Source: an optimization exercise on an open RTL-to-GDS flow (aim: small area, a short achievable clock period and few clock cycles per item). Production flows keep margins and buffers that such runs may drop.
At most, simulation tests tie the RTL to the original design; equivalence was not proved.
Only the layout flow was run in runs 1, 2 and 6; the RTL was not checked for function there.

==> flow/design.v <==
`default_nettype none
module rgb_to_hsv_converter (
  input  wire logic        clk_i,
  input  wire logic        rst_ni,
  input  wire logic        in_valid_i,
  output logic             in_stall_o,
  input  wire logic [23:0] in_word_i,
  output logic             out_valid_o,
  input  wire logic        out_stall_i,
  output logic [30:0]      out_word_o
);
  logic adv;
  logic [7:0] x1_r;
  logic [7:0] x1_g;
  logic [7:0] x1_b;
  logic x1_ge_rg;
  logic x1_ge_rb;
  logic x1_ge_gb;
  assign x1_r = in_word_i[23:16];
  assign x1_g = in_word_i[15:8];
  assign x1_b = in_word_i[7:0];
  assign x1_ge_rg = (x1_r >= x1_g);
  assign x1_ge_rb = (x1_r >= x1_b);
  assign x1_ge_gb = (x1_g >= x1_b);
  logic x1_isr;
  logic x1_isg;
  logic [2:0] x1_k;
  logic [7:0] x1_M;
  logic [7:0] x1_mid;
  logic [7:0] x1_mn;
  assign x1_isr = x1_ge_rg & x1_ge_rb;
  assign x1_isg = ~x1_isr & x1_ge_gb;
  always_comb begin
    if (x1_isr) begin x1_M = x1_r; x1_mid = x1_ge_gb ? x1_g : x1_b; x1_k = x1_ge_gb ? 3'd0 : 3'd5; end
    else if (x1_isg) begin x1_M = x1_g; x1_mid = x1_ge_rb ? x1_r : x1_b; x1_k = x1_ge_rb ? 3'd1 : 3'd2; end
    else begin x1_M = x1_b; x1_mid = x1_ge_rg ? x1_r : x1_g; x1_k = x1_ge_rg ? 3'd4 : 3'd3; end
    if (x1_ge_rg) x1_mn = x1_ge_gb ? x1_b : x1_g;
    else x1_mn = x1_ge_rb ? x1_b : x1_r;
  end
  logic [2:0] q1_k;
  logic [7:0] q1_M;
  logic [7:0] q1_mid;
  logic [7:0] q1_mn;
  logic q1_v;
  logic [7:0] x2_mag;
  logic [7:0] x2_D;
  logic [11:0] x2_x;
  assign x2_D = q1_M - q1_mn;
  assign x2_mag = q1_k[0] ? q1_M - q1_mid : q1_mid - q1_mn;
  assign x2_x = {x2_mag, 4'd0} - {4'd0, x2_mag};
  logic [7:0] x2_hr;
  logic [3:0] x2_hn;
  assign x2_hr = x2_x[11:4];
  assign x2_hn = x2_x[3:0];
  logic [7:0] x2_sr;
  assign x2_sr = q1_M + ~q1_mn;
  logic [7:0] x2_nd;
  assign x2_nd = ~x2_sr;
  logic [2:0] q2_k;
  logic [7:0] q2_M;
  logic [7:0] q2_D;
  logic [7:0] q2_hr;
  logic [3:0] q2_hn;
  logic [7:0] q2_sr;
  logic [7:0] q2_nd;
  logic q2_v;
  logic [8:0] x3_ht;
  logic [8:0] x3_hd;
  logic [7:0] x3_hr;
  assign x3_ht = {q2_hr, q2_hn[3]};
  assign x3_hd = x3_ht - {1'b0, q2_D};
  assign x3_hr = x3_hd[8] ? x3_ht[7:0] : x3_hd[7:0];
  logic x3_hq;
  assign x3_hq = ~x3_hd[8];
  logic [8:0] x4_ht;
  logic [8:0] x4_hd;
  logic [7:0] x4_hr;
  assign x4_ht = {x3_hr, q2_hn[2]};
  assign x4_hd = x4_ht - {1'b0, q2_D};
  assign x4_hr = x4_hd[8] ? x4_ht[7:0] : x4_hd[7:0];
  logic [1:0] x4_hq;
  assign x4_hq = {x3_hq, ~x4_hd[8]};
  logic [2:0] q3_k;
  logic [7:0] q3_M;
  logic [7:0] q3_D;
  logic [7:0] q3_hr;
  logic [3:0] q3_hn;
  logic [7:0] q3_sr;
  logic [7:0] q3_nd;
  logic [1:0] q3_hq;
  logic q3_v;
  logic [8:0] x5_ht;
  logic [8:0] x5_hd;
  logic [7:0] x5_hr;
  assign x5_ht = {q3_hr, q3_hn[1]};
  assign x5_hd = x5_ht - {1'b0, q3_D};
  assign x5_hr = x5_hd[8] ? x5_ht[7:0] : x5_hd[7:0];
  logic [2:0] x5_hq;
  assign x5_hq = {q3_hq, ~x5_hd[8]};
  logic [8:0] x6_ht;
  logic [8:0] x6_hd;
  logic [7:0] x6_hr;
  assign x6_ht = {x5_hr, q3_hn[0]};
  assign x6_hd = x6_ht - {1'b0, q3_D};
  assign x6_hr = x6_hd[8] ? x6_ht[7:0] : x6_hd[7:0];
  logic [3:0] x6_hq;
  assign x6_hq = {x5_hq, ~x6_hd[8]};
  logic [2:0] q4_k;
  logic [7:0] q4_M;
  logic [7:0] q4_D;
  logic [7:0] q4_hr;
  logic [7:0] q4_sr;
  logic [7:0] q4_nd;
  logic [3:0] q4_hq;
  logic q4_v;
  logic [8:0] x7_ht;
  logic [8:0] x7_hd;
  logic [7:0] x7_hr;
  assign x7_ht = {q4_hr, (q4_k[0] & ~q4_nd[7])};
  assign x7_hd = x7_ht - {1'b0, q4_D};
  assign x7_hr = x7_hd[8] ? x7_ht[7:0] : x7_hd[7:0];
  logic [4:0] x7_hq;
  assign x7_hq = {q4_hq, ~x7_hd[8]};
  logic [8:0] x7_st;
  logic [8:0] x7_sd;
  logic [7:0] x7_sr;
  assign x7_st = {q4_sr, q4_nd[7]};
  assign x7_sd = x7_st - {1'b0, q4_M};
  assign x7_sr = x7_sd[8] ? x7_st[7:0] : x7_sd[7:0];
  logic x7_sq;
  assign x7_sq = ~x7_sd[8];
  logic [8:0] x8_ht;
  logic [8:0] x8_hd;
  logic [7:0] x8_hr;
  assign x8_ht = {x7_hr, (q4_k[0] & ~q4_nd[6])};
  assign x8_hd = x8_ht - {1'b0, q4_D};
  assign x8_hr = x8_hd[8] ? x8_ht[7:0] : x8_hd[7:0];
  logic [5:0] x8_hq;
  assign x8_hq = {x7_hq, ~x8_hd[8]};
  logic [8:0] x8_st;
  logic [8:0] x8_sd;
  logic [7:0] x8_sr;
  assign x8_st = {x7_sr, q4_nd[6]};
  assign x8_sd = x8_st - {1'b0, q4_M};
  assign x8_sr = x8_sd[8] ? x8_st[7:0] : x8_sd[7:0];
  logic [1:0] x8_sq;
  assign x8_sq = {x7_sq, ~x8_sd[8]};
  logic [2:0] q5_k;
  logic [7:0] q5_M;
  logic [7:0] q5_D;
  logic [7:0] q5_hr;
  logic [7:0] q5_sr;
  logic [7:0] q5_nd;
  logic [5:0] q5_hq;
  logic [1:0] q5_sq;
  logic q5_v;
  logic [8:0] x9_ht;
  logic [8:0] x9_hd;
  logic [7:0] x9_hr;
  assign x9_ht = {q5_hr, (q5_k[0] & ~q5_nd[5])};
  assign x9_hd = x9_ht - {1'b0, q5_D};
  assign x9_hr = x9_hd[8] ? x9_ht[7:0] : x9_hd[7:0];
  logic [6:0] x9_hq;
  assign x9_hq = {q5_hq, ~x9_hd[8]};
  logic [8:0] x9_st;
  logic [8:0] x9_sd;
  logic [7:0] x9_sr;
  assign x9_st = {q5_sr, q5_nd[5]};
  assign x9_sd = x9_st - {1'b0, q5_M};
  assign x9_sr = x9_sd[8] ? x9_st[7:0] : x9_sd[7:0];
  logic [2:0] x9_sq;
  assign x9_sq = {q5_sq, ~x9_sd[8]};
  logic [8:0] x10_ht;
  logic [8:0] x10_hd;
  logic [7:0] x10_hr;
  assign x10_ht = {x9_hr, (q5_k[0] & ~q5_nd[4])};
  assign x10_hd = x10_ht - {1'b0, q5_D};
  assign x10_hr = x10_hd[8] ? x10_ht[7:0] : x10_hd[7:0];
  logic [7:0] x10_hq;
  assign x10_hq = {x9_hq, ~x10_hd[8]};
  logic [8:0] x10_st;
  logic [8:0] x10_sd;
  logic [7:0] x10_sr;
  assign x10_st = {x9_sr, q5_nd[4]};
  assign x10_sd = x10_st - {1'b0, q5_M};
  assign x10_sr = x10_sd[8] ? x10_st[7:0] : x10_sd[7:0];
  logic [3:0] x10_sq;
  assign x10_sq = {x9_sq, ~x10_sd[8]};
  logic [2:0] q6_k;
  logic [7:0] q6_M;
  logic [7:0] q6_D;
  logic [7:0] q6_hr;
  logic [7:0] q6_sr;
  logic [7:0] q6_nd;
  logic [7:0] q6_hq;
  logic [3:0] q6_sq;
  logic q6_v;
  logic [8:0] x11_ht;
  logic [8:0] x11_hd;
  logic [7:0] x11_hr;
  assign x11_ht = {q6_hr, (q6_k[0] & ~q6_nd[3])};
  assign x11_hd = x11_ht - {1'b0, q6_D};
  assign x11_hr = x11_hd[8] ? x11_ht[7:0] : x11_hd[7:0];
  logic [8:0] x11_hq;
  assign x11_hq = {q6_hq, ~x11_hd[8]};
  logic [8:0] x11_st;
  logic [8:0] x11_sd;
  logic [7:0] x11_sr;
  assign x11_st = {q6_sr, q6_nd[3]};
  assign x11_sd = x11_st - {1'b0, q6_M};
  assign x11_sr = x11_sd[8] ? x11_st[7:0] : x11_sd[7:0];
  logic [4:0] x11_sq;
  assign x11_sq = {q6_sq, ~x11_sd[8]};
  logic [8:0] x12_ht;
  logic [8:0] x12_hd;
  logic [7:0] x12_hr;
  assign x12_ht = {x11_hr, (q6_k[0] & ~q6_nd[2])};
  assign x12_hd = x12_ht - {1'b0, q6_D};
  assign x12_hr = x12_hd[8] ? x12_ht[7:0] : x12_hd[7:0];
  logic [9:0] x12_hq;
  assign x12_hq = {x11_hq, ~x12_hd[8]};
  logic [8:0] x12_st;
  logic [8:0] x12_sd;
  logic [7:0] x12_sr;
  assign x12_st = {x11_sr, q6_nd[2]};
  assign x12_sd = x12_st - {1'b0, q6_M};
  assign x12_sr = x12_sd[8] ? x12_st[7:0] : x12_sd[7:0];
  logic [5:0] x12_sq;
  assign x12_sq = {x11_sq, ~x12_sd[8]};
  logic [2:0] q7_k;
  logic [7:0] q7_M;
  logic [7:0] q7_D;
  logic [7:0] q7_hr;
  logic [7:0] q7_sr;
  logic [7:0] q7_nd;
  logic [9:0] q7_hq;
  logic [5:0] q7_sq;
  logic q7_v;
  logic [8:0] x13_ht;
  logic [8:0] x13_hd;
  logic [7:0] x13_hr;
  assign x13_ht = {q7_hr, (q7_k[0] & ~q7_nd[1])};
  assign x13_hd = x13_ht - {1'b0, q7_D};
  assign x13_hr = x13_hd[8] ? x13_ht[7:0] : x13_hd[7:0];
  logic [10:0] x13_hq;
  assign x13_hq = {q7_hq, ~x13_hd[8]};
  logic [8:0] x13_st;
  logic [8:0] x13_sd;
  logic [7:0] x13_sr;
  assign x13_st = {q7_sr, q7_nd[1]};
  assign x13_sd = x13_st - {1'b0, q7_M};
  assign x13_sr = x13_sd[8] ? x13_st[7:0] : x13_sd[7:0];
  logic [6:0] x13_sq;
  assign x13_sq = {q7_sq, ~x13_sd[8]};
  logic [8:0] x14_ht;
  logic [8:0] x14_hd;
  logic [7:0] x14_hr;
  assign x14_ht = {x13_hr, (q7_k[0] & ~q7_nd[0])};
  assign x14_hd = x14_ht - {1'b0, q7_D};
  assign x14_hr = x14_hd[8] ? x14_ht[7:0] : x14_hd[7:0];
  logic [11:0] x14_hq;
  assign x14_hq = {x13_hq, ~x14_hd[8]};
  logic [8:0] x14_st;
  logic [8:0] x14_sd;
  logic [7:0] x14_sr;
  assign x14_st = {x13_sr, q7_nd[0]};
  assign x14_sd = x14_st - {1'b0, q7_M};
  assign x14_sr = x14_sd[8] ? x14_st[7:0] : x14_sd[7:0];
  logic [7:0] x14_sq;
  assign x14_sq = {x13_sq, ~x14_sd[8]};
  logic x14_grey;
  assign x14_grey = (q7_D == 8'd0);
  logic [6:0] x14_hh;
  assign x14_hh = {q7_k, 4'd0} - {4'd0, q7_k} + {3'd0, x14_hq[11:8]};
  logic [7:0] q8_M;
  logic [7:0] q8_sq;
  logic q8_grey;
  logic [6:0] q8_hh;
  logic [7:0] q8_hq8;
  logic q8_v;
  logic [30:0] x15_word;
  assign x15_word = q8_grey ? {23'd0, q8_M} : {q8_hh, q8_hq8, q8_sq, q8_M};
  assign adv        = ~(out_valid_o & out_stall_i);
  assign in_stall_o = ~adv;
  always_ff @(posedge clk_i or negedge rst_ni) begin
    if (!rst_ni) begin
      q1_v <= 1'b0;
      q2_v <= 1'b0;
      q3_v <= 1'b0;
      q4_v <= 1'b0;
      q5_v <= 1'b0;
      q6_v <= 1'b0;
      q7_v <= 1'b0;
      q8_v <= 1'b0;
    end else if (adv) begin
      q1_v <= in_valid_i;
      q2_v <= q1_v;
      q3_v <= q2_v;
      q4_v <= q3_v;
      q5_v <= q4_v;
      q6_v <= q5_v;
      q7_v <= q6_v;
      q8_v <= q7_v;
    end
  end
  always_ff @(posedge clk_i) begin
    if (adv) begin
      q1_k <= x1_k;
      q1_M <= x1_M;
      q1_mid <= x1_mid;
      q1_mn <= x1_mn;
      q2_k <= q1_k;
      q2_M <= q1_M;
      q2_D <= x2_D;
      q2_hr <= x2_hr;
      q2_hn <= x2_hn;
      q2_sr <= x2_sr;
      q2_nd <= x2_nd;
      q3_k <= q2_k;
      q3_M <= q2_M;
      q3_D <= q2_D;
      q3_hr <= x4_hr;
      q3_hn <= q2_hn;
      q3_sr <= q2_sr;
      q3_nd <= q2_nd;
      q3_hq <= x4_hq;
      q4_k <= q3_k;
      q4_M <= q3_M;
      q4_D <= q3_D;
      q4_hr <= x6_hr;
      q4_sr <= q3_sr;
      q4_nd <= q3_nd;
      q4_hq <= x6_hq;
      q5_k <= q4_k;
      q5_M <= q4_M;
      q5_D <= q4_D;
      q5_hr <= x8_hr;
      q5_sr <= x8_sr;
      q5_nd <= q4_nd;
      q5_hq <= x8_hq;
      q5_sq <= x8_sq;
      q6_k <= q5_k;
      q6_M <= q5_M;
      q6_D <= q5_D;
      q6_hr <= x10_hr;
      q6_sr <= x10_sr;
      q6_nd <= q5_nd;
      q6_hq <= x10_hq;
      q6_sq <= x10_sq;
      q7_k <= q6_k;
      q7_M <= q6_M;
      q7_D <= q6_D;
      q7_hr <= x12_hr;
      q7_sr <= x12_sr;
      q7_nd <= q6_nd;
      q7_hq <= x12_hq;
      q7_sq <= x12_sq;
      q8_M <= q7_M;
      q8_sq <= x14_sq;
      q8_grey <= x14_grey;
      q8_hh <= x14_hh;
      q8_hq8 <= x14_hq[7:0];
    end
  end
  assign out_valid_o = q8_v;
  assign out_word_o  = x15_word;
endmodule
`default_nettype wire
==> flow/run.sh <==
#!/bin/bash
# synth_recipe.tcl (not shown) runs the flow's synth.tcl, then flattens the netlist and writes it again
# the make line also repeats each setting of config.mk as NAME=value (left out here)
make -C /OpenROAD-flow-scripts/flow DESIGN_CONFIG=/design/flow/config.mk WORK_HOME=/design/flow/orfs CLKGATE_MAP_FILE= SYNTH_SCRIPT=/design/flow/synth_recipe.tcl finish
==> flow/config.mk <==
export PLATFORM = sky130hd
export DESIGN_NAME = rgb_to_hsv_converter
export DESIGN_NICKNAME = rgb_to_hsv_converter
export VERILOG_FILES = /design/flow/design.v
export SDC_FILE = /design/flow/constraint.sdc
export NUM_CORES = 4
export LEC_CHECK = 0
export ABC_AREA = 1
export CAP_MARGIN = 20
export CORE_MARGIN = 2
export CORE_UTILIZATION = 60
export SETUP_SLACK_MARGIN = 3.6
export SLEW_MARGIN = 20
==> flow/constraint.sdc <==
create_clock -name core_clock -period 7.5 [get_ports {clk_i}]
set_input_delay 1.5000 -clock core_clock [delete_from_list [all_inputs] [get_ports {clk_i}]]
set_output_delay 1.5000 -clock core_clock [all_outputs]
set_load 0.01 [all_outputs]
==> metrics.md, run 1 <==
| Metric | Value |
|---|---|
| Status | finished clean |
| Fraction of layout cells with a size suffix above 1 | 0.0950 |
| Crit Reg-Reg Startpoint | q3_hn[1] |
| Area of the multi-input gates | 0.0114 mm^2 |
| Startpoint Class | input port |
| Crit-path max cell delay | 0.50 ns |
| R2r worst-path depth | 20 |
| Max Clk Rate | 258 MHz |
| CP Capture Point | in_stall_o |
| Largest net degree at the start of global routing | 195 |
| Register area | 0.0106 mm^2 |
| TNS Setup | 0 ns |
| R2r setup slk | 3.85 ns |
| Vias | 17400 |
| Overflow left after global routing | 0 |
| Hold Violations, Final | 0 |
| Syn Area/Cell | a little over 9 um^2 |
| Area growth, synth to finish | 11.9% |
| Core Util, Final | 0.680 |
| Row count | 72 |
| Max reg flops | 10 |
| Worst slack, placed | roughly 3.1 ns |
| Vias in the first global route | 17000 |
| DP Cell Count | approximately 3100 |
| CTS Root Cell | clkbuf_16 |
| Worst-margin pin slew | 1.04 ns |
| I/O Pins | 61 |
| DRT Pass-1 Iters | 6 |
| Crit path from | out_stall_i |
| CP Class | input port to output pin |
| Count of final setup violators | 0 |
| GRT Max-Usage Layer | met2 |
| Die width | 202 um |
| Worst r2r dst | q4_hr[0] |
| Final slew viol count | 0 |
| DP HPWL | 35300 um |
| Fillers | 2979 |
| 1st-iter DRT viols | approximately 1000 |
| Initial antenna violation count | 0 |
| TritonCTS buffer count | 39 |
| Fin crit share | 0.517 |
| Number of synthesized register bits | ~360 |
| Post-Layout Cell Count | 3180 |
| Aggregate routed wire length | approximately 47000 um |
| Final Wtd Congestion | 0.893 |
| Number of library cell types mapped by synthesis | 48 |
| Antenna Cells | 0 |
| CP cell instances | clkdlybuf4s50_1 -> nand2_4 -> inv_4 -> clkdlybuf4s15_2 |
| Worst hold path type | register to register |
| First-pass GRT wire length | a little under 80000 um |
| Syn nets | 2799 |
| Sequential cell area fraction in the yosys report | 0.452 |
| Slowest-stage cell, CP | clkdlybuf4s50_1 |
| Stages on the worst setup path | 4 |
| CTS Buffer Depth | 3 |
| Final min period | 3.88 ns |
| Starting Density | 0.608 |
| Largest Register | q7_hq |
| RSZ-0062 raised after global routing | true |
| Met1 Use GR | 0.274 |
| Die area | approximately 0.041 mm^2 |
| Worst Hold Slack | 0.412 ns |
| Residual DRC count | 0 |
| Post-synth EDFFs | 347 |
| Final nets | 2897 |
| CTS tree | done |
| DRT antenna net count | 0 |
| Vias/cell | 5.46 |
| Worst clock skew | approximately 0.015 ns |
| Routing usage on met3 | 0.0298 |
| Wire per inst | around 15 um |
| Synth warn | 1 |
| WP data arrival | 2.38 ns |
| Max-slew headroom | 0.309 |
| Most common cell after layout, fill and taps aside | nand2_1 |
| Htree depth | 2 |
| Worst setup EP type | output pin |
| Crit path required time | 6.00 ns |
| Post-Syn Area | 0.0235 mm^2 |
| Die H | 202 um |
| Clock Latency Late Sink | 0.54 ns |
| Tot GR Track Use | 0.233 |
| CP top delay family | buffers and inverters |
| Post-synth ARST share | 0.0225 |
| Max cap viols | 0 |
| Clock sink total | 355 |
| Core area | 0.0386 mm^2 |
| Most frequent cells in the layout | 553 x nand2_1, 405 x inv_1, 347 x edfxtp_1 |
| CP Buf/Inv Count | 3 |
| Met2 Usage GRT | 0.443 |
| Input/output buffers | 60 |
| Reg clk slew, reported paths | 0.06 ns |
| Most used DFF post-synth | edfxtp_1 |
| Worst Path Max Fanout | 7 |
| Mapped Cells | 2536 |
| PnR worst setup slack | 3.62 ns |
==> repair_timing <==
action                                  CTS  global route
gates resized for setup                   6            38
endpoints found under the setup margin    3            73
hold buffers                              0             0
pin swaps                                 0             7
setup buffers                             0             8
==> per-stage QoR <==
step	cell area (um^2)
after floorplan	23500
after global placement	24700
after detailed placement	24700
after CTS	26000
after global routing	26300
final	26300
==> cell usage after synthesis, drive strengths merged (10+ instances only) <==
| cell | n | area [um^2] |
|---|---|---|
| or2 | 19 | 119 |
| a21oi | 147 | 769 |
| ha | 212 | 2650 |
| buf | 11 | 86.3 |
| inv | 421 | 1580 |
| o21ai | 105 | 559 |
| o21bai | 13 | 97.6 |
| edfxtp | 347 | 10400 |
| xor2 | 68 | 596 |
| nand4 | 35 | 256 |
| nor2 | 52 | 205 |
| xnor2 | 26 | 228 |
| nand3 | 381 | 2190 |
| fa | 23 | 460 |
| nand2 | 616 | 2680 |
| o211ai | 10 | 75.1 |
==> cell type report <==
cell class / instances / area share
timing repair buffer: 72 / 0.0280
clock buffer: 48 / 0.0396
inverter: 423 / 0.0608
clock inverter: 21 / 0.0101
multi-input combinational: 1743 / 0.433
sequential: 355 / 0.404
tap: 518 / 0.0246
==> cells by family (layout without fill, tap and decap cells) <==
logic type,after synthesis,in the layout,synth area share
AND/OR/NAND/NOR,1113,1113,0.236
adder cells (fa/ha/maj),235,235,0.132
XOR/XNOR,94,94,0.0350
flip-flops,355,355,0.452
AO/OA/AOI/OAI,301,301,0.0728
buffers and inverters,438,564,0.0719
==> layer usage <==
metal  vias to the layer above  wire [um]
li1                       8839          -
met1                      8070      19300
met2                       354      24400
met3                        89       1770
met4                         0       1070
met5                         -          0
==> worst min path at each step <==
| stage | from | to | slack [ns] | depth (start not counted) |
|---|---|---|---|---|
| after global routing | q2_nd[1] | q3_nd[1] | 0.41 | 0 |
| after CTS | q2_nd[1] | q3_nd[1] | 0.41 | 0 |
| after floorplan | q1_k[1] | q2_k[1] | 0.40 | 0 |
| after global placement | q1_k[2] | q2_k[2] | 0.40 | 0 |
| after detailed placement | q2_M[5] | q3_M[5] | 0.40 | 0 |
| final | q2_nd[1] | q3_nd[1] | 0.41 | 0 |
==> run 2, diff against run 1 <==
--- a/flow/config.mk
+++ b/flow/config.mk
@@ -5,7 +5,6 @@
 export SDC_FILE = /design/flow/constraint.sdc
 export NUM_CORES = 4
 export LEC_CHECK = 0
-export ABC_AREA = 1
 export CAP_MARGIN = 20
 export CORE_MARGIN = 2
 export CORE_UTILIZATION = 60
==> metrics.md, run 2 <==
| Metric | Value |
|---|---|
| Antenna Cells | 0 (unchanged) |
| Most common cell after layout, fill and taps aside | edfxtp_1 |
| Most frequent cells in the layout | 347 x edfxtp_1, 199 x inv_1, 189 x ha_1 |
| Vias in the first global route | 16000 (-5.7%) |
| Wire per inst | 19.0 um (+30%) |
| Max reg flops | 10 (unchanged) |
| Htree depth | 2 (unchanged) |
| Worst slack, placed | 2.71 ns (-0.430 ns) |
| Worst Path Max Fanout | 5 (-2) |
| 1st-iter DRT viols | 1000 (-4.3%) |
| Mapped Cells | 1930 (-24%) |
| Reg clk slew, reported paths | 0.06 ns (about the same) |
| Number of library cell types mapped by synthesis | 68 (+42%) |
| R2r worst-path depth | 20 (unchanged) |
| Synth warn | 1 (unchanged) |
| CP Class | register to register |
| Fraction of layout cells with a size suffix above 1 | 0.276 (+0.181) |
| Sequential cell area fraction in the yosys report | 0.479 (+0.0269) |
| Aggregate routed wire length | 51600 um (+11%) |
| Hold-critical path depth | 0 (unchanged) |
| Final min period | 4.41 ns (+0.529 ns) |
| Hold Violations, Final | 0 (unchanged) |
| Worst hold path type | register to register |
| Max Clk Rate | 227 MHz (-12%) |
| Worst clock skew | 0.0115 ns (-0.00343 ns) |
| Die area | 0.0385 mm^2 (-5.5%) |
| Starting Density | 0.607 (-0.000809) |
| Syn Area/Cell | 11.5 um^2 (+24%) |
| Final nets | 2482 (-14%) |
| Hold path start | q5_hq[2] |
| Worst r2r dst | q4_hr[7] |
| CTS Buffer Depth | 3 (unchanged) |
| Area growth, synth to finish | 27.4% |
| Final slew viol count | 0 (unchanged) |
| Final Wtd Congestion | 0.897 (+0.44%) |
| Largest Register | q7_hq |
| Most used DFF post-synth | edfxtp_1 |
| DRT antenna net count | 0 (unchanged) |
| Post-synth EDFFs | 347 (unchanged) |
| PnR worst setup slack | 3.09 ns (-0.529 ns) |
| Clock sink total | 355 (unchanged) |
| WP data arrival | 4.67 ns (+2.29 ns) |
| Die H | 196 um (-2.8%) |
| Core area | 0.0365 mm^2 (-5.5%) |
| DRT Pass-1 Iters | 5 (-1) |
| DP HPWL | 33400 um (-5.3%) |
| Input/output buffers | 60 (unchanged) |
| RSZ-0062 raised after global routing | true |
| Worst setup EP type | register |
| Startpoint Class | register |
| Vias/cell | 5.92 (+8.5%) |
| Most frequent cells after synthesis | 347 x edfxtp_1, 215 x inv_1, 212 x ha_1 |
| CP cell instances | inv_2 -> ha_4 -> inv_2 -> fa_2 -> a211oi_2 -> o21ai_1 -> a31oi_2 -> xor2_2 -> buf_6 -> buf_6 -> clkinvlp_4 -> a21oi_4 -> ha_1 -> nor2b_1 -> o21a_1 -> o21a_1 -> o21a_1 -> o41ai_2 -> xor2_1 -> o221ai_1 |
| Most common cell in the netlist | edfxtp_1 |
| CTS tree | done |
| Area leader, netlist | edfxtp_1 |
| Vias | 16100 (-7.5%) |
| CTS Root Cell | clkbuf_16 |
| First-pass GRT wire length | 79900 um (+0.80%) |
| Die width | 196 um (-2.8%) |
| Worst hold endpoint | q6_hq[4] |
| I/O Pins | 61 (unchanged) |
| Worst-margin pin slew | 1.04 ns (+0.00691 ns) |
| Residual DRC count | 0 (unchanged) |
| Post-Layout Cell Count | 2711 (-15%) |
| Synth top area cells | edfxtp_1 47%, ha_1 12%, inv_1 3.6%, xnor2_1 3.3%, xor2_1 2.1% |
| Post-synth ARST share | 0.0225 (unchanged) |
| Row count | 70 (-2.8%) |
| Overflow left after global routing | 0 (unchanged) |
| Status | finished clean |
| Largest net degree at the start of global routing | 192 (-1.5%) |
| Max-slew headroom | 0.304 (-0.00460) |
| Initial antenna violation count | 0 (unchanged) |
| Share of the synthesized area in the top cell type | 0.470 (+0.0264) |
| Placed Area | 0.0237 mm^2 (-3.9%) |
| Most common cell on crit path | o21a_1 |
| Slowest-stage cell, CP | edfxtp_1 |
| TNS Setup | 0 ns (unchanged) |
| Max cap viols | 0 (unchanged) |
| Crit Reg-Reg Startpoint | q3_hn[1] |
| Clock Latency Late Sink | 0.54 ns (about the same) |
| Count of final setup violators | 0 (unchanged) |
| Number of synthesized register bits | 355 (unchanged) |
| Crit-path max cell delay | 0.41 ns (-0.09 ns) |
| DP Cell Count | 2441 (-21%) |
| R2r setup slk | 3.09 ns (-0.76 ns) |
| TritonCTS buffer count | 40 (+2.6%) |
| Fin crit share | 0.588 (+0.0705) |
| Post-Syn Area | 0.0222 mm^2 (-5.6%) |
| Syn nets | 2193 (-22%) |
| Post-route cell area | 0.0282 mm^2 (+7.4%) |
| Crit path required time | 7.76 ns (+1.76 ns) |
| Tot GR Track Use | 0.259 (+0.0260) |
==> run 2: cell count changes after synthesis, sizes merged, moves of 37 or more <==
cell / before / now
nand2: 616 / 97
nand3: 381 / 18
inv: 421 / 229
a21oi: 147 / 76
xnor2: 26 / 93
nor2: 52 / 108
o21a: 6 / 58
nor2b: 0 / 50
o221ai: 0 / 43
a211oi: 3 / 40
==> run 2: cell type report <==
type | instances | area [um^2]
fillers | 2236 | 8280
clock buffers | 45 | 1050
repair buffers | 261 | 2400
inverters | 229 | 917
repair inverters | 2 | 15.0
multi-input cells | 1330 | 12500
clock inverters | 21 | 194
well taps | 468 | 586
flip-flops and latches | 355 | 10600
==> run 2: worst max path at each step <==
stage | from | end | cells past startpoint
floorplan | out_stall_i | in_stall_o | 2
detailed placement | in_word_i[5] | q1_mn[0] | 10
finish | q3_hn[1] | q4_hr[7] | 20
global route | q3_hn[1] | q4_hr[7] | 20
global placement | in_word_i[5] | q1_mn[1] | 10
CTS | q4_nd[7] | q5_sr[3] | 18
==> run 2: cells by family after synthesis <==
kind of cell | share of synthesized area
simple gates | 0.0900
buf+inv | 0.0423
compound gates | 0.152
xor+xnor | 0.0695
mux | 0.0271
fa+ha+maj | 0.140
flops | 0.479
==> run 2: metrics by stage <==
step,utilization,hold WS [ns]
2_1_floorplan,-,0.400
3_3_place_gp,0.649,0.401
3_5_place_dp,0.649,0.405
4_1_cts,0.735,0.412
5_1_grt,0.773,0.413
6_report,0.773,0.412
==> run 2: worst max-delay path: cells and delay by family, from the launching register on <==
| family | cells | cell delay, ns |
|---|---|---|
| buffers and inverters | 5 | 0.54 |
| adder cells (fa/ha/maj) | 3 | 0.76 |
| XOR/XNOR | 2 | 0.41 |
| AND/OR/NAND/NOR | 1 | 0.14 |
| flip-flops | 1 | 0.41 |
| AO/OA/AOI/OAI | 9 | 1.86 |
==> run 2: layer usage <==
metal | track usage | wire [um]
met3 | 0.0346 | 2400
met1 | 0.312 | 20900
met5 | 0 | 0
met4 | 0.0974 | 1910
met2 | 0.474 | 26400
==> run 2: what timing repair did <==
item,CTS,global route
cloned,5,1
resized for setup,185,188
pin swaps,115,161
setup buffers,121,77
hold buffers,0,0
setup endpoints to repair,92,92
==> run 3, diff against run 2 <==
--- a/flow/design.v
+++ b/flow/design.v
@@ -52,16 +52,13 @@
   logic [3:0] x2_hn;
   assign x2_hr = x2_x[11:4];
   assign x2_hn = x2_x[3:0];
-  logic [7:0] x2_sr;
-  assign x2_sr = q1_M + ~q1_mn;
   logic [7:0] x2_nd;
-  assign x2_nd = ~x2_sr;
+  assign x2_nd = q1_mn - q1_M;
   logic [2:0] q2_k;
   logic [7:0] q2_M;
   logic [7:0] q2_D;
   logic [7:0] q2_hr;
   logic [3:0] q2_hn;
-  logic [7:0] q2_sr;
   logic [7:0] q2_nd;
   logic q2_v;
   logic [8:0] x3_ht;
@@ -85,7 +82,6 @@
   logic [7:0] q3_D;
   logic [7:0] q3_hr;
   logic [3:0] q3_hn;
-  logic [7:0] q3_sr;
   logic [7:0] q3_nd;
   logic [1:0] q3_hq;
   logic q3_v;
@@ -109,7 +105,6 @@
   logic [7:0] q4_M;
   logic [7:0] q4_D;
   logic [7:0] q4_hr;
-  logic [7:0] q4_sr;
   logic [7:0] q4_nd;
   logic [3:0] q4_hq;
   logic q4_v;
@@ -124,7 +119,7 @@
   logic [8:0] x7_st;
   logic [8:0] x7_sd;
   logic [7:0] x7_sr;
-  assign x7_st = {q4_sr, q4_nd[7]};
+  assign x7_st = {~q4_nd, q4_nd[7]};
   assign x7_sd = x7_st - {1'b0, q4_M};
   assign x7_sr = x7_sd[8] ? x7_st[7:0] : x7_sd[7:0];
   logic x7_sq;
@@ -149,9 +144,9 @@
   logic [7:0] q5_M;
   logic [7:0] q5_D;
   logic [7:0] q5_hr;
-  logic [7:0] q5_sr;
   logic [7:0] q5_nd;
   logic [5:0] q5_hq;
+  logic [7:0] q5_sr;
   logic [1:0] q5_sq;
   logic q5_v;
   logic [8:0] x9_ht;
@@ -190,9 +185,9 @@
   logic [7:0] q6_M;
   logic [7:0] q6_D;
   logic [7:0] q6_hr;
-  logic [7:0] q6_sr;
   logic [7:0] q6_nd;
   logic [7:0] q6_hq;
+  logic [7:0] q6_sr;
   logic [3:0] q6_sq;
   logic q6_v;
   logic [8:0] x11_ht;
@@ -231,9 +226,9 @@
   logic [7:0] q7_M;
   logic [7:0] q7_D;
   logic [7:0] q7_hr;
-  logic [7:0] q7_sr;
   logic [7:0] q7_nd;
   logic [9:0] q7_hq;
+  logic [7:0] q7_sr;
   logic [5:0] q7_sq;
   logic q7_v;
   logic [8:0] x13_ht;
@@ -314,46 +309,43 @@
       q2_D <= x2_D;
       q2_hr <= x2_hr;
       q2_hn <= x2_hn;
-      q2_sr <= x2_sr;
       q2_nd <= x2_nd;
       q3_k <= q2_k;
       q3_M <= q2_M;
       q3_D <= q2_D;
       q3_hr <= x4_hr;
       q3_hn <= q2_hn;
-      q3_sr <= q2_sr;
       q3_nd <= q2_nd;
       q3_hq <= x4_hq;
       q4_k <= q3_k;
       q4_M <= q3_M;
       q4_D <= q3_D;
       q4_hr <= x6_hr;
-      q4_sr <= q3_sr;
       q4_nd <= q3_nd;
       q4_hq <= x6_hq;
       q5_k <= q4_k;
       q5_M <= q4_M;
       q5_D <= q4_D;
       q5_hr <= x8_hr;
-      q5_sr <= x8_sr;
       q5_nd <= q4_nd;
       q5_hq <= x8_hq;
+      q5_sr <= x8_sr;
       q5_sq <= x8_sq;
       q6_k <= q5_k;
       q6_M <= q5_M;
       q6_D <= q5_D;
       q6_hr <= x10_hr;
-      q6_sr <= x10_sr;
       q6_nd <= q5_nd;
       q6_hq <= x10_hq;
+      q6_sr <= x10_sr;
       q6_sq <= x10_sq;
       q7_k <= q6_k;
       q7_M <= q6_M;
       q7_D <= q6_D;
       q7_hr <= x12_hr;
-      q7_sr <= x12_sr;
       q7_nd <= q6_nd;
       q7_hq <= x12_hq;
+      q7_sr <= x12_sr;
       q7_sq <= x12_sq;
       q8_M <= q7_M;
       q8_sq <= x14_sq;
--- a/flow/config.mk
+++ b/flow/config.mk
@@ -5,8 +5,9 @@
 export SDC_FILE = /design/flow/constraint.sdc
 export NUM_CORES = 4
 export LEC_CHECK = 0
+export ABC_AREA = 1
 export CAP_MARGIN = 20
 export CORE_MARGIN = 2
 export CORE_UTILIZATION = 60
-export SETUP_SLACK_MARGIN = 3.6
+export SETUP_SLACK_MARGIN = 4.3
 export SLEW_MARGIN = 20
==> metrics.md, run 3 <==
| Metric | Value |
|---|---|
| Initial antenna violation count | 0 (unchanged) |
| Adder-cell share of the synthesized area | 0.140 (-0.000386) |
| DP Cell Count | 3065 (+26%) |
| Wire per inst | 18.4 um (-3.2%) |
| Area growth, synth to finish | 37.0% |
| Synth top area cells | edfxtp_1 43%, ha_1 12%, nand2_1 9.4%, nand3_1 6.7%, inv_1 5.9% |
| I/O Pins | 61 (unchanged) |
| Aggregate routed wire length | 63200 um (+22%) |
| Post-synth EDFFs | 323 (-6.9%) |
| Max reg flops | 10 (unchanged) |
| Synth warn | 1 (unchanged) |
| Area of the multi-input gates | 0.0149 mm^2 (+19%) |
| Most used DFF post-synth | edfxtp_1 |
| CTS Root Cell | clkbuf_16 |
| Status | finished clean |
| Final slew viol count | 0 (unchanged) |
| Sequential cell area fraction in the yosys report | 0.436 (-0.0425) |
| Startpoint Class | register |
| R2r setup slk | 4.08 ns (+0.99 ns) |
| DP HPWL | 35800 um (+7.0%) |
| Max Clk Rate | 292 MHz (+29%) |
| Worst clock skew | 0.0292 ns (+0.0177 ns) |
| Fin crit share | 0.456 (-0.132) |
| Die area | 0.0394 mm^2 (+2.2%) |
| Worst hold path type | register to register |
| Post-Syn Area | 0.0227 mm^2 (+2.3%) |
| Mapped Cells | 2512 (+30%) |
| Max cap viols | 0 (unchanged) |
| Final nets | 3158 (+27%) |
| Row count | 71 (+1.4%) |
| Post-Layout Cell Count | 3428 (+26%) |
| Area leader, netlist | edfxtp_1 |
| PnR worst setup slack | 4.08 ns (+0.990 ns) |
| Worst setup EP type | register |
| Most common cell in the netlist | nand2_1 |
| Largest family of logic cells by synthesized area | simple AND/OR/NAND/NOR gates |
| Hold path start | q3_k[1] |
| Compound-Gate Fraction of Synth Area | 0.0800 (-0.0718) |
| Syn nets | 2780 (+27%) |
| Worst Path Max Fanout | 5 (unchanged) |
| Max-slew headroom | 0.259 (-0.0447) |
| Register area | 0.00990 mm^2 (-6.8%) |
| Die H | 198 um (+1.1%) |
| CTS tree | done |
| Mux cell area share after synthesis | 0 (-0.0271) |
| Most frequent cells after synthesis | 566 x nand2_1, 356 x inv_1, 323 x edfxtp_1 |
| Count of final setup violators | 0 (unchanged) |
| 1st-iter DRT viols | 1401 (+40%) |
| CP Class | register to register |
| CTS Buffer Depth | 3 (unchanged) |
| Fraction of layout cells with a size suffix above 1 | 0.345 (+0.0688) |
| WP data arrival | 3.70 ns (-0.97 ns) |
| Hold Violations, Final | 0 (unchanged) |
| DRT Pass-1 Iters | 5 (unchanged) |
| Crit path from | q5_D[3] |
| Overflow left after global routing | 0 (unchanged) |
| TritonCTS buffer count | 37 (-7.5%) |
| Clock sink total | 331 (-6.8%) |
| Crit Reg-Reg Startpoint | q5_D[3] |
| Crit path required time | 7.78 ns (+0.02 ns) |
| Vias/cell | 5.78 (-2.3%) |
| Share of the synthesized area in the top cell type | 0.428 (-0.0423) |
| Most frequent cells in the layout | 463 x nand2_1, 323 x edfxtp_1, 320 x inv_1 |
| Number of synthesized register bits | 331 (-6.8%) |
| Antenna Cells | 0 (unchanged) |
| Fillers | 2093 (-6.4%) |
| Worst-margin pin slew | 1.11 ns (+0.0670 ns) |
| Simple-gate share of the synthesized area | 0.234 (+0.144) |
| First-pass GRT wire length | 89600 um (+12%) |
| Starting Density | 0.605 (-0.00209) |
| Syn Area/Cell | 9.03 um^2 (-21%) |
| Largest net degree at the start of global routing | 203 (+5.7%) |
| RSZ-0062 raised after global routing | true |
| Final Wtd Congestion | 0.897 (about the same) |
| Vias | 19800 (+23%) |
| DRT antenna net count | 0 (unchanged) |
| TNS Setup | 0 ns (unchanged) |
| Most common cell after layout, fill and taps aside | nand2_1 |
| Vias in the first global route | 19100 (+19%) |
| Die width | 198 um (+1.1%) |
| Largest Register | q7_hq |
| Number of library cell types mapped by synthesis | 45 (-34%) |
| Final min period | 3.42 ns (-0.990 ns) |
| Tot GR Track Use | 0.280 (+0.0207) |
| Input/output buffers | 60 (unchanged) |
| Synth Area in XOR/XNOR | 0.0386 (-0.0309) |
| Worst slack, placed | 2.33 ns (-0.379 ns) |
| Core area | 0.0375 mm^2 (+2.6%) |
| Reg clk slew, reported paths | 0.07 ns (about the same) |
| Post-synth ARST share | 0.0242 (+0.00163) |
| Residual DRC count | 0 (unchanged) |
| Clock Latency Late Sink | 0.54 ns (about the same) |
| Htree depth | 2 (unchanged) |
-- run 3: changes by cell type after synthesis, moves of 29 or more --
cell / previous run / this run
a21oi_1: 76 / 139
xnor2_1: 84 / 32
inv_1: 215 / 356
nand2b_1: 30 / 0
nand3_1: 18 / 302
nand2_2: 0 / 47
o21a_1: 58 / 8
nor2_1: 108 / 72
nor2b_1: 50 / 0
nand3_2: 0 / 31
a21o_1: 34 / 3
nand2_1: 97 / 566
o221ai_1: 43 / 0
nor3_1: 32 / 3
-- run 3: final cells by class --
cell class                 count  area share
clock buffer                  45      0.0328
multi-input combinational   1789       0.479
tap                          511      0.0206
clock inverter                21     0.00499
sequential                   331       0.319
timing repair inverter         1    0.000242
timing repair buffer         328      0.0931
inverter                     402      0.0507
-- run 3: layer usage --
layer,GRT usage,vias to the layer above,share of wire
met2,0.531,743,0.53
met4,0.124,0,0.052
met5,0,-,0
met1,0.315,9439,0.37
met3,0.0309,294,0.043
li1,-,9349,-
-- run 3: stage by stage --
step                      cell area, um^2  hold WS [ns]   util
after global placement              23900         0.401  0.639
final                               31100         0.396  0.829
after global routing                31100         0.418  0.829
after floorplan                     22800         0.400      -
after CTS                           28100         0.397  0.748
after detailed placement            23900         0.405  0.639
-- run 3: kinds of logic after synthesis --
logic type | Yosys count
adders and majority gates | 240
buffers and inverters | 423
and+or+nand+nor | 1104
AOI/OAI and AO/OA | 314
DFF | 331
xor gates and xnor gates | 100
-- run 3: repair_timing --
| action | in CTS | in global routing |
|---|---|---|
| gates cloned | 21 | 11 |
| gates resized for setup | 392 | 373 |
| setup endpoints to repair | 183 | 160 |
| pin swaps | 142 | 222 |
| setup buffers | 119 | 146 |
| hold buffers | 0 | 0 |
-- run 3: path summary, 6_finish.rpt --
check	to	cells after the start
min in group asynchronous	q6_v	1
setup reg to reg	q6_hr[5]	18
max in group asynchronous	q8_v	1
setup / recovery	q6_hr[5]	18
hold / removal	q4_k[1]	0
hold reg to reg	q4_k[1]	0
-- run 3: critical path, cell delays in order (launching register included) --
cell and delay (ns):
edfxtp_1 0.40, inv_1 0.12, ha_1 0.43, nand2_1 0.17, nand3_4 0.14, nand4_4 0.12
nand3_4 0.21, buf_6 0.15, nand3_1 0.09, nand2_2 0.14, ha_4 0.23, a21oi_1 0.18
nand2_1 0.17, nand2_1 0.10, nand2_1 0.08, a21oi_2 0.17, xnor2_1 0.09, nand3_2 0.07
nand2_1 0.08
Testbench counts of run 3, summed over its fixed seeds: cycles 24,064, pixels 24,000.
==> run 4, diff against run 3 <==
--- a/flow/config.mk
+++ b/flow/config.mk
@@ -9,5 +9,5 @@
 export CAP_MARGIN = 20
 export CORE_MARGIN = 2
 export CORE_UTILIZATION = 60
-export SETUP_SLACK_MARGIN = 4.3
+export SETUP_SLACK_MARGIN = 3.9
 export SLEW_MARGIN = 20
==> metrics.md, run 4 <==
| Metric | Value |
|---|---|
| Share of the synthesized area in the top cell type | 0.428 (unchanged) |
| Wire per inst | 15.2 um (-18%) |
| Final slew viol count | 0 (unchanged) |
| Post-synth ARST share | 0.0242 (unchanged) |
| Crit-path max cell delay | 0.23 ns (-0.20 ns) |
| Max Clk Rate | 282 MHz (-3.7%) |
| Crit path required time | 6.00 ns (-1.78 ns) |
| Overflow left after global routing | 0 (unchanged) |
| DRT antenna net count | 0 (unchanged) |
| Number of library cell types mapped by synthesis | 45 (unchanged) |
| Post-synth EDFFs | 323 (unchanged) |
| Htree depth | 2 (unchanged) |
| CTS tree | done |
| Largest family of logic cells by synthesized area | simple AND/OR/NAND/NOR gates |
| Sequential cell area fraction in the yosys report | 0.436 (unchanged) |
| Clock sink total | 331 (unchanged) |
| Synth top area cells | edfxtp_1 43%, ha_1 12%, nand2_1 9.4%, nand3_1 6.7%, inv_1 5.9% |
| RSZ-0062 raised after global routing | true |
| Worst clock skew | 0.0205 ns (-0.00866 ns) |
| Worst hold path type | register to register |
| CTS Hold Buffers Added | 0 (unchanged) |
| Most frequent cells after synthesis | 566 x nand2_1, 356 x inv_1, 323 x edfxtp_1 |
| Input/output buffers | 60 (unchanged) |
| Core area | 0.0375 mm^2 (unchanged) |
| First-pass GRT wire length | 78900 um (-12%) |
| CP Class | input port to output pin |
| Core Util, Final | 0.704 (-0.125) |
| Slowest-stage cell, CP | clkdlybuf4s15_1 |
| Compound-Gate Fraction of Synth Area | 0.0800 (unchanged) |
| Adder-cell share of the synthesized area | 0.140 (unchanged) |
| Simple-gate share of the synthesized area | 0.234 (unchanged) |
| Largest Register | q7_hq |
| Aggregate routed wire length | 48500 um (-23%) |
| CTS Root Cell | clkbuf_16 |
| Count of final setup violators | 0 (unchanged) |
| DRT Pass-1 Iters | 5 (unchanged) |
| Area growth, synth to finish | 16.3% |
| Vias/cell | 5.43 (-6.1%) |
| Max reg flops | 10 (unchanged) |
| WP data arrival | 2.05 ns (-1.65 ns) |
| Most common cell after layout, fill and taps aside | nand2_1 |
| Vias in the first global route | 16700 (-12%) |
| Number of synthesized register bits | 331 (unchanged) |
| Register area | 0.00990 mm^2 (unchanged) |
| CP top delay family | buffers and inverters |
| Clock Latency Late Sink | 0.53 ns (about the same) |
| Fraction of layout cells with a size suffix above 1 | 0.151 (-0.194) |
| CP cell instances | buf_6 -> nand2_8 -> inv_6 -> clkdlybuf4s15_1 |
| Residual DRC count | 0 (unchanged) |
| Initial antenna violation count | 0 (unchanged) |
| Synth warn | 1 (unchanged) |
| Max cap viols | 0 (unchanged) |
| Worst setup EP type | output pin |
| Post-Syn Area | 0.0227 mm^2 (unchanged) |
| Row count | 71 (unchanged) |
| Mapped Cells | 2512 (unchanged) |
| Hold Violations, Final | 0 (unchanged) |
| Synth Area in XOR/XNOR | 0.0386 (unchanged) |
| Area of the multi-input gates | 0.0121 mm^2 (-19%) |
| Mux cell area share after synthesis | 0 (unchanged) |
| Syn Area/Cell | 9.03 um^2 (unchanged) |
| CTS Buffer Depth | 3 (unchanged) |
| Syn nets | 2780 (unchanged) |
| Final Wtd Congestion | 0.902 (+0.57%) |
| Die H | 198 um (unchanged) |
| Status | finished clean |
| Worst-margin pin slew | 1.05 ns (-0.0618 ns) |
| Largest net degree at the start of global routing | 198 (-2.5%) |
| Final min period | 3.55 ns (+0.131 ns) |
| I/O Pins | 61 (unchanged) |
| Reg clk slew, reported paths | 0.06 ns (about the same) |
| Vias | 17300 (-13%) |
| DP HPWL | 35600 um (-0.49%) |
| Most used DFF post-synth | edfxtp_1 |
| Most frequent cells in the layout | 556 x nand2_1, 350 x inv_1, 323 x edfxtp_1 |
| Final nets | 2921 (-7.5%) |
| Die area | 0.0394 mm^2 (unchanged) |
| TNS Setup | 0 ns (unchanged) |
| Max-slew headroom | 0.300 (+0.0412) |
| Tot GR Track Use | 0.246 (-0.0336) |
| Worst Path Max Fanout | 7 (+2) |
| Die width | 198 um (unchanged) |
| Most common cell in the netlist | nand2_1 |
| 1st-iter DRT viols | 878 (-37%) |
| Fin crit share | 0.473 (+0.0175) |
| Antenna Cells | 0 (unchanged) |
| TritonCTS buffer count | 36 (-2.7%) |
| Fillers | 2924 (+40%) |
| Starting Density | 0.605 (unchanged) |
| Startpoint Class | input port |
| Area leader, netlist | edfxtp_1 |
| CP Buf/Inv Count | 3 (+1) |
[run 4: cell counts after synthesis]
Identical to the previous run, type by type.
[run 4: worst paths after layout]
kind | cells past startpoint | slack (ns) | end | from
worst max-delay path | 4 | 3.95 | in_stall_o | out_stall_i
worst min-delay path | 0 | 0.40 | q4_k[0] | q3_k[0]
worst max register to register | 20 | 4.04 | q7_sr[4] | q6_nd[3]
worst min register to register | 0 | 0.40 | q4_k[0] | q3_k[0]
max in group asynchronous | 1 | 5.99 | q6_v | rst_ni
min in group asynchronous | 1 | 1.25 | q5_v | rst_ni
[run 4: routing by layer]
metal	GRT usage	share of wire	vias up
met3	0.0268	0.030	97
met2	0.471	0.54	325
li1	-	-	8810
met5	0	0	-
met4	0.0752	0.025	0
met1	0.289	0.41	8105
[run 4: area by class of cell]
| type | count | share of cell area |
|---|---|---|
| clock buffers | 41 | 0.0357 |
| clock inverters | 25 | 0.0102 |
| inverters | 402 | 0.0575 |
| multi-input cells | 1765 | 0.457 |
| repair buffers | 117 | 0.0396 |
| flip-flops and latches | 331 | 0.375 |
| well taps | 511 | 0.0242 |
[run 4: timing repair]
action                     4_1_cts  5_1_grt
pin swaps                       11       29
setup endpoints to repair      179      180
cloned                           2        5
gates resized for setup         52      113
setup buffers                   16       39
[run 4: kinds of logic (layout without fill, tap and decap cells)]
kind of cell,count (synthesis),after routing
AND/OR/NAND/NOR,1104,1111
buffers and inverters,423,585
flip-flops,331,331
AO/OA/AOI/OAI,314,314
adder cells (fa/ha/maj),240,240
XOR/XNOR,100,100
[run 4: stage by stage]
step / std cells / setup slack (ns) / instance area (um^2) / hold WS (ns)
after floorplan: 2512 / 4.11 / 22700 / 0.400
after global placement: 3064 / 2.46 / 23800 / 0.401
after detailed placement: 3064 / 2.27 / 23800 / 0.405
after CTS: 3148 / 3.77 / 25400 / 0.403
after global routing: 3192 / 3.87 / 26400 / 0.416
final: 3192 / 3.95 / 26400 / 0.397
==> run 5, diff against run 4 <==
--- a/flow/config.mk
+++ b/flow/config.mk
@@ -9,5 +9,6 @@
 export CAP_MARGIN = 20
 export CORE_MARGIN = 2
 export CORE_UTILIZATION = 60
-export SETUP_SLACK_MARGIN = 3.9
+export CTS_BUF_LIST = sky130_fd_sc_hd__clkbuf_4 sky130_fd_sc_hd__clkbuf_8
+export SETUP_SLACK_MARGIN = 4.0
 export SLEW_MARGIN = 20
==> metrics.md, run 5 <==
| Metric | Value |
|---|---|
| DRT antenna net count | 0 (unchanged) |
| 1st-iter DRT viols | 833 (-5.1%) |
| Synth top area cells | edfxtp_1 43%, ha_1 12%, nand2_1 9.4%, nand3_1 6.7%, inv_1 5.9% |
| Input/output buffers | 60 (unchanged) |
| Core Util, Final | 0.720 (+0.0168) |
| Htree depth | 2 (unchanged) |
| Sequential cell area fraction in the yosys report | 0.436 (unchanged) |
| Post-synth ARST share | 0.0242 (unchanged) |
| I/O Pins | 61 (unchanged) |
| Max Clk Rate | 293 MHz (+3.9%) |
| First-pass GRT wire length | 80500 um (+2.1%) |
| Mapped Cells | 2512 (unchanged) |
| Vias/cell | 5.46 (+0.54%) |
| Max reg flops | 10 (unchanged) |
| Fraction of layout cells with a size suffix above 1 | 0.190 (+0.0392) |
| Syn nets | 2780 (unchanged) |
| Share of the synthesized area in the top cell type | 0.428 (unchanged) |
| CTS Buffer Depth | 3 (unchanged) |
| Most common cell in the netlist | nand2_1 |
| TNS Setup | 0 ns (unchanged) |
| Startpoint Class | input port |
| Final Wtd Congestion | 0.902 (unchanged) |
| Post-Syn Area | 0.0227 mm^2 (unchanged) |
| Most frequent cells after synthesis | 566 x nand2_1, 356 x inv_1, 323 x edfxtp_1 |
| Die area | 0.0394 mm^2 (unchanged) |
| Final nets | 2964 (+1.5%) |
| Post-Layout Cell Count | 3250 (+1.8%) |
| Starting Density | 0.605 (unchanged) |
| Max cap viols | 0 (unchanged) |
| Most common cell after layout, fill and taps aside | nand2_1 |
| Die width | 198 um (unchanged) |
| PnR worst setup slack | 4.08 ns (+0.134 ns) |
| Core area | 0.0375 mm^2 (unchanged) |
| Worst hold path type | register to register |
| CP cell instances | buf_6 -> nand2_8 -> inv_6 -> clkbuf_2 |
| Hold Violations, Final | 0 (unchanged) |
| CTS Hold Buffers Added | 0 (unchanged) |
| Number of synthesized register bits | 331 (unchanged) |
| Worst Path Max Fanout | 7 (unchanged) |
| Max-slew headroom | 0.299 (-0.00125) |
| Placed Area | 0.0238 mm^2 (unchanged) |
| Worst slack, placed | 2.27 ns (unchanged) |
| Row count | 71 (unchanged) |
| Post-route cell area | 0.0270 mm^2 (+2.4%) |
| Final min period | 3.42 ns (-0.134 ns) |
| RSZ-0062 raised after global routing | true |
| Number of library cell types mapped by synthesis | 45 (unchanged) |
| Residual DRC count | 0 (unchanged) |
| Area growth, synth to finish | 19.0% |
| Worst clock skew | 0.0338 ns (+0.0132 ns) |
| Syn Area/Cell | 9.03 um^2 (unchanged) |
| Vias in the first global route | 17100 (+2.4%) |
| Largest net degree at the start of global routing | 198 (unchanged) |
| Count of final setup violators | 0 (unchanged) |
| Worst setup EP type | output pin |
| Aggregate routed wire length | 50100 um (+3.3%) |
| Reg clk slew, reported paths | 0.06 ns (about the same) |
| DP Cell Count | 3064 (unchanged) |
| Final slew viol count | 0 (unchanged) |
| CTS tree | done |
| Clock Latency Late Sink | 0.62 ns (+0.09 ns) |
| Fin crit share | 0.455 (-0.0179) |
| Initial antenna violation count | 0 (unchanged) |
| Vias | 17700 (+2.4%) |
| Crit-path max cell delay | 0.13 ns (-0.10 ns) |
| Wire per inst | 15.4 um (+1.4%) |
| Slowest-stage cell, CP | buf_6 |
| Clock sink total | 331 (unchanged) |
| Worst-margin pin slew | 1.05 ns (+0.00188 ns) |
| Antenna Cells | 0 (unchanged) |
| Die H | 198 um (unchanged) |
| DRT Pass-1 Iters | 12 (+7) |
| CP Class | input port to output pin |
| CTS Root Cell | clkbuf_8 |
| Largest Register | q7_hq |
| Overflow left after global routing | 0 (unchanged) |
| DP HPWL | 35600 um (unchanged) |
| Most used DFF post-synth | edfxtp_1 |
| Status | finished clean |
| Tot GR Track Use | 0.253 (+0.00704) |
| Worst Hold Slack | 0.412 ns (+0.0149 ns) |
| WP data arrival | 1.92 ns (-0.13 ns) |
| Post-synth EDFFs | 323 (unchanged) |
| Synth warn | 1 (unchanged) |
| Crit path required time | 6.00 ns (about the same) |
| TritonCTS buffer count | 54 (+50%) |
| Area leader, netlist | edfxtp_1 |
| Most frequent cells in the layout | 538 x nand2_1, 346 x inv_1, 323 x edfxtp_1 |
-- run 5: cell types whose count changed in the layout (fill, tap and decap cells not counted), moves of 5 or more --
cell and change:
nand2_2 +12, clkbuf_16 -37, buf_4 +17, ha_4 +10
clkbuf_4 +14, buf_6 +5, nand2_1 -18, ha_1 -11
nand3_4 +7, clkbuf_8 +56, nand3_1 -16, clkinv_1 +5
nand3_2 +11
-- run 5: what timing repair did --
action / 4_1_cts / 5_1_grt
pin swaps: 20 / 57
resized for setup: 89 / 162
endpoints found under the hold margin: 0 / 0
gates cloned: 4 / 5
buffers inserted: 34 / 44
setup endpoints to repair: 211 / 182
-- run 5: logic make-up after synthesis --
| family | share of synthesized area |
|---|---|
| fa+ha+maj | 0.140 |
| compound gates | 0.0800 |
| buf+inv | 0.0714 |
| simple gates | 0.234 |
| flops | 0.436 |
| xor+xnor | 0.0386 |
-- run 5: worst paths after layout --
check                                  from    endpoint  slack (ns)  cells past startpoint
max in group asynchronous            rst_ni        q4_v        6.05                      1
worst min register to register     q2_hn[1]    q3_hn[1]        0.41                      0
worst max register to register      q5_k[0]    q6_hr[6]        4.10                     20
min in group asynchronous            rst_ni        q2_v        1.18                      1
worst min-delay path               q2_hn[1]    q3_hn[1]        0.41                      0
worst max-delay path            out_stall_i  in_stall_o        4.08                      4
-- run 5: routing by layer --
| metal | GRT usage | up-vias | wire [um] |
|---|---|---|---|
| li1 | - | 8905 | - |
| met1 | 0.290 | 8314 | 19900 |
| met2 | 0.480 | 407 | 26700 |
| met3 | 0.0297 | 121 | 1810 |
| met4 | 0.0989 | 0 | 1670 |
| met5 | 0 | - | 0 |
-- run 5: final cells by class --
class | instances | area [um^2]
clock inverter | 29 | 312
tap | 511 | 639
multi-input combinational | 1767 | 12500
fill | 2844 | 10500
inverter | 402 | 1530
sequential | 331 | 9900
timing repair buffer | 140 | 1240
clock buffer | 70 | 876
-- run 5: critical path, delay by kind of cell --
kind	cells	cell delay, ns
buf+inv	3	0.35
simple gates	1	0.07
==> run 6, diff against run 5 <==
--- a/flow/design.v
+++ b/flow/design.v
@@ -275,8 +275,22 @@
   logic q8_v;
   logic [30:0] x15_word;
   assign x15_word = q8_grey ? {23'd0, q8_M} : {q8_hh, q8_hq8, q8_sq, q8_M};
-  assign adv        = ~(out_valid_o & out_stall_i);
-  assign in_stall_o = ~adv;
+  logic        sk_v;
+  logic [30:0] sk_w;
+  assign adv        = ~sk_v;
+  assign in_stall_o = sk_v;
+  always_ff @(posedge clk_i or negedge rst_ni) begin
+    if (!rst_ni) begin
+      sk_v <= 1'b0;
+    end else if (sk_v) begin
+      if (!out_stall_i) sk_v <= 1'b0;
+    end else begin
+      sk_v <= q8_v & out_stall_i;
+    end
+  end
+  always_ff @(posedge clk_i) begin
+    if (!sk_v) sk_w <= x15_word;
+  end
   always_ff @(posedge clk_i or negedge rst_ni) begin
     if (!rst_ni) begin
       q1_v <= 1'b0;
@@ -354,7 +368,7 @@
       q8_hq8 <= x14_hq[7:0];
     end
   end
-  assign out_valid_o = q8_v;
-  assign out_word_o  = x15_word;
+  assign out_valid_o = sk_v | q8_v;
+  assign out_word_o  = sk_v ? sk_w : x15_word;
 endmodule
 `default_nettype wire
--- a/flow/config.mk
+++ b/flow/config.mk
@@ -9,6 +9,5 @@
 export CAP_MARGIN = 20
 export CORE_MARGIN = 2
 export CORE_UTILIZATION = 60
-export CTS_BUF_LIST = sky130_fd_sc_hd__clkbuf_4 sky130_fd_sc_hd__clkbuf_8
 export SETUP_SLACK_MARGIN = 4.0
 export SLEW_MARGIN = 20
==> metrics.md, run 6 <==
| Metric | Value |
|---|---|
| Most common cell after layout, fill and taps aside | nand2_1 |
| First-pass GRT wire length | 83600 um (+3.8%) |
| Core area | 0.0386 mm^2 (+3.1%) |
| CTS Root Cell | clkbuf_16 |
| Status | finished clean |
| Final Wtd Congestion | 0.873 (-3.2%) |
| Core Util, Final | 0.724 (+0.00356) |
| Max Clk Rate | 290 MHz (-0.87%) |
| Worst r2r dst | q5_hr[7] |
| Most common cell in the netlist | nand2_1 |
| Worst Path Max Fanout | 18 (+11) |
| Die H | 202 um (+1.8%) |
| Starting Density | 0.609 (+0.00410) |
| Worst hold endpoint | q8_sq[6] |
| Worst setup EP type | output pin |
| Max reg flops | 31 (+21) |
| RSZ-0062 raised after global routing | true |
| Sequential cell area fraction in the yosys report | 0.448 (+0.0115) |
| Crit path required time | 6.00 ns (about the same) |
| Post-Layout Cell Count | 3309 (+1.8%) |
| Worst clock skew | 0.0127 ns (-0.0210 ns) |
| TritonCTS buffer count | 40 (-26%) |
| Clock Latency Late Sink | 0.55 ns (-0.07 ns) |
| Final nets | 3029 (+2.2%) |
| Die width | 202 um (+1.8%) |
| CP Class | register to output pin |
| Vias | 18300 (+3.2%) |
| 1st-iter DRT viols | 989 (+19%) |
| Reg clk slew, reported paths | 0.06 ns (about the same) |
| Area growth, synth to finish | 18.8% |
| Count of final setup violators | 0 (unchanged) |
| Vias/cell | 5.54 (+1.4%) |
| Worst slack, placed | 2.81 ns (+0.539 ns) |
| Die area | 0.0408 mm^2 (+3.7%) |
| Wire per inst | 16.1 um (+4.5%) |
| Syn nets | 2854 (+2.7%) |
| Input/output buffers | 60 (unchanged) |
| Area leader, netlist | edfxtp_1 |
| Hold Violations, Final | 0 (unchanged) |
| Worst-margin pin slew | 0.758 ns (-0.294 ns) |
| Fraction of layout cells with a size suffix above 1 | 0.180 (-0.0107) |
| TNS Setup | 0 ns (unchanged) |
| Number of library cell types mapped by synthesis | 45 (unchanged) |
| Mapped Cells | 2586 (+2.9%) |
| Most frequent cells after synthesis | 561 x nand2_1, 396 x inv_1, 323 x edfxtp_1 |
| Regs by FF count | sk_w (31), q7_hq (10) |
| R2r worst-path depth | 19 (-5.0%) |
| Synth warn | 1 (unchanged) |
| Row count | 72 (+1.4%) |
| Antenna Cells | 0 (unchanged) |
| Initial antenna violation count | 0 (unchanged) |
| Fillers | 2808 (-1.3%) |
| I/O Pins | 61 (unchanged) |
| Vias in the first global route | 17700 (+3.3%) |
| Clock sink total | 363 (+9.7%) |
| DRT antenna net count | 0 (unchanged) |
| Largest net degree at the start of global routing | 205 (+3.5%) |
| Post-Syn Area | 0.0235 mm^2 (+3.8%) |
| Htree depth | 2 (unchanged) |
| Overflow left after global routing | 0 (unchanged) |
| WP data arrival | 1.95 ns (+0.03 ns) |
| Aggregate routed wire length | 53300 um (+6.4%) |
| CTS tree | done |
| Worst hold path type | register to register |
| Syn Area/Cell | 9.10 um^2 (+0.82%) |
| Most frequent cells in the layout | 543 x nand2_1, 381 x inv_1, 323 x edfxtp_1 |
| Max-slew headroom | 0.495 (+0.196) |
| Startpoint Class | register |
| PnR worst setup slack | 4.05 ns (-0.0299 ns) |
| Synth top area cells | edfxtp_1 41%, ha_1 12%, nand2_1 8.9%, nand3_1 6.4%, inv_1 6.3% |
| Share of the synthesized area in the top cell type | 0.412 (-0.0156) |
| Largest Register | sk_w |
| Fin crit share | 0.459 (+0.00398) |
| Number of synthesized register bits | 363 (+9.7%) |
| Residual DRC count | 0 (unchanged) |
| Most used DFF post-synth | edfxtp_1 |
| DP HPWL | 36400 um (+2.4%) |
| Post-synth ARST share | 0.0248 (+0.000624) |
| Post-synth EDFFs | 323 (unchanged) |
| Tot GR Track Use | 0.250 (-0.00279) |
| R2r setup slk | 4.07 ns (-0.03 ns) |
| DRT Pass-1 Iters | 6 (-6) |
| Hold-critical path depth | 0 (unchanged) |
| Final min period | 3.45 ns (+0.0299 ns) |
| DP Cell Count | 3144 (+2.6%) |
| Crit Reg-Reg Startpoint | q4_k[0] |
| Max cap viols | 0 (unchanged) |
| Hold path start | q7_sq[4] |
| CTS Buffer Depth | 3 (unchanged) |
| Final slew viol count | 0 (unchanged) |
run 6: repair_timing:
action / CTS / global route
setup buffers: 27 / 49
hold buffers: 0 / 0
gates cloned: 8 / 8
setup endpoints to repair: 132 / 112
pin swaps: 22 / 47
resized for setup: 154 / 190
run 6: cells by family after synthesis:
logic type | share of synthesized area
simple gates | 0.229
buf+inv | 0.0695
flops | 0.448
compound gates | 0.0818
fa+ha+maj | 0.135
xor+xnor | 0.0372
run 6: worst max-delay path by stage:
| stage | start | cells after the start | end |
|---|---|---|---|
| after detailed placement | in_word_i[7] | 12 | q1_mid[2] |
| final | sk_v | 5 | out_word_o[5] |
| after CTS | sk_v | 5 | out_word_o[28] |
| after floorplan | q4_nd[7] | 20 | q5_hr[0] |
| after global routing | q2_hn[3] | 21 | q3_hr[7] |
| after global placement | in_word_i[7] | 11 | q1_mid[3] |
run 6: area by class of cell:
class | instances | area [um^2] | area share
repair inverters | 3 | 26.3 | 0.000939
clock inverters | 20 | 183 | 0.00653
well taps | 518 | 648 | 0.0232
multi-input cells | 1806 | 12600 | 0.452
repair buffers | 141 | 1260 | 0.0452
flip-flops and latches | 363 | 10500 | 0.377
inverters | 406 | 1550 | 0.0553
clock buffers | 52 | 1120 | 0.0400
run 6: routing by layer:
layer  wire length [um]  vias to the layer above  GRT usage
li1                   -                     9158          -
met1              21900                     8653      0.292
met2              28100                      396      0.478
met3               1830                      114     0.0351
met4               1510                        0     0.0706
met5                  0                        -          0
run 6: worst max-delay path, cell delays in order (launching register included):
cell             delay [ns]
dfrtp_2                0.43
buf_12                 0.17
inv_16                 0.11
nand2_1                0.06
nand2_1                0.07
clkdlybuf4s50_1        0.54
run 6: per-stage QoR:
| step | instance area, um^2 | hold WS (ns) |
|---|---|---|
| floorplan | 23600 | 0.400 |
| global placement | 24700 | 0.401 |
| detailed placement | 24700 | 0.405 |
| CTS | 26700 | 0.408 |
| global route | 28000 | 0.420 |
| finish | 28000 | 0.412 |

## separate check: timing with driven ports
How much do the figures lean on ideal ports? The routed layouts below were timed once more, with nothing changed but the port constraints.
Step 1 sets driving cells, clkbuf_16 on the clock port and buf_2 on the other inputs (assumed; they add their load-dependent delay and slew).
Step 2 moves the port delays by t, midway between the first and last clock arrival at a register: inputs arrive t later, outputs are due t later. That takes back most of the time a late clock gives input paths.
Three values: no drivers, after step 1, after step 2; two values: the first two.
run | t, ns | setup slack, ns | hold WS [ns] | latest minus earliest clock arrival (ns) | worst slew at a driven data input, ns
run 1 | 0.584 | 3.620 / 3.587 / 3.237 | 0.412 / 0.412 / 0.412 | 0.016 / 0.016 | 0.04
run 2 | 0.590 | 3.091 / 3.091 / 3.091 | 0.412 / 0.412 / 0.412 | 0.016 / 0.016 | 0.04
run 3 | 0.582 | 4.081 / 4.081 / 3.752 | 0.396 / 0.396 / 0.396 | 0.032 / 0.032 | 0.04
run 4 | 0.575 | 3.950 / 3.913 / 3.535 | 0.397 / 0.397 / 0.397 | 0.023 / 0.022 | 0.04
run 5 | 0.657 | 4.084 / 4.046 / 3.545 | 0.412 / 0.412 / 0.412 | 0.034 / 0.034 | 0.04
run 6 | 0.607 | 4.054 / 3.994 / 3.531 | 0.412 / 0.412 / 0.412 | 0.013 / 0.013 | 0.04
After both steps setup and hold are still met in every run listed. The setup slack of run 5, which loses most, moves by -0.038 ns with the drivers and by -0.539 ns with both steps.
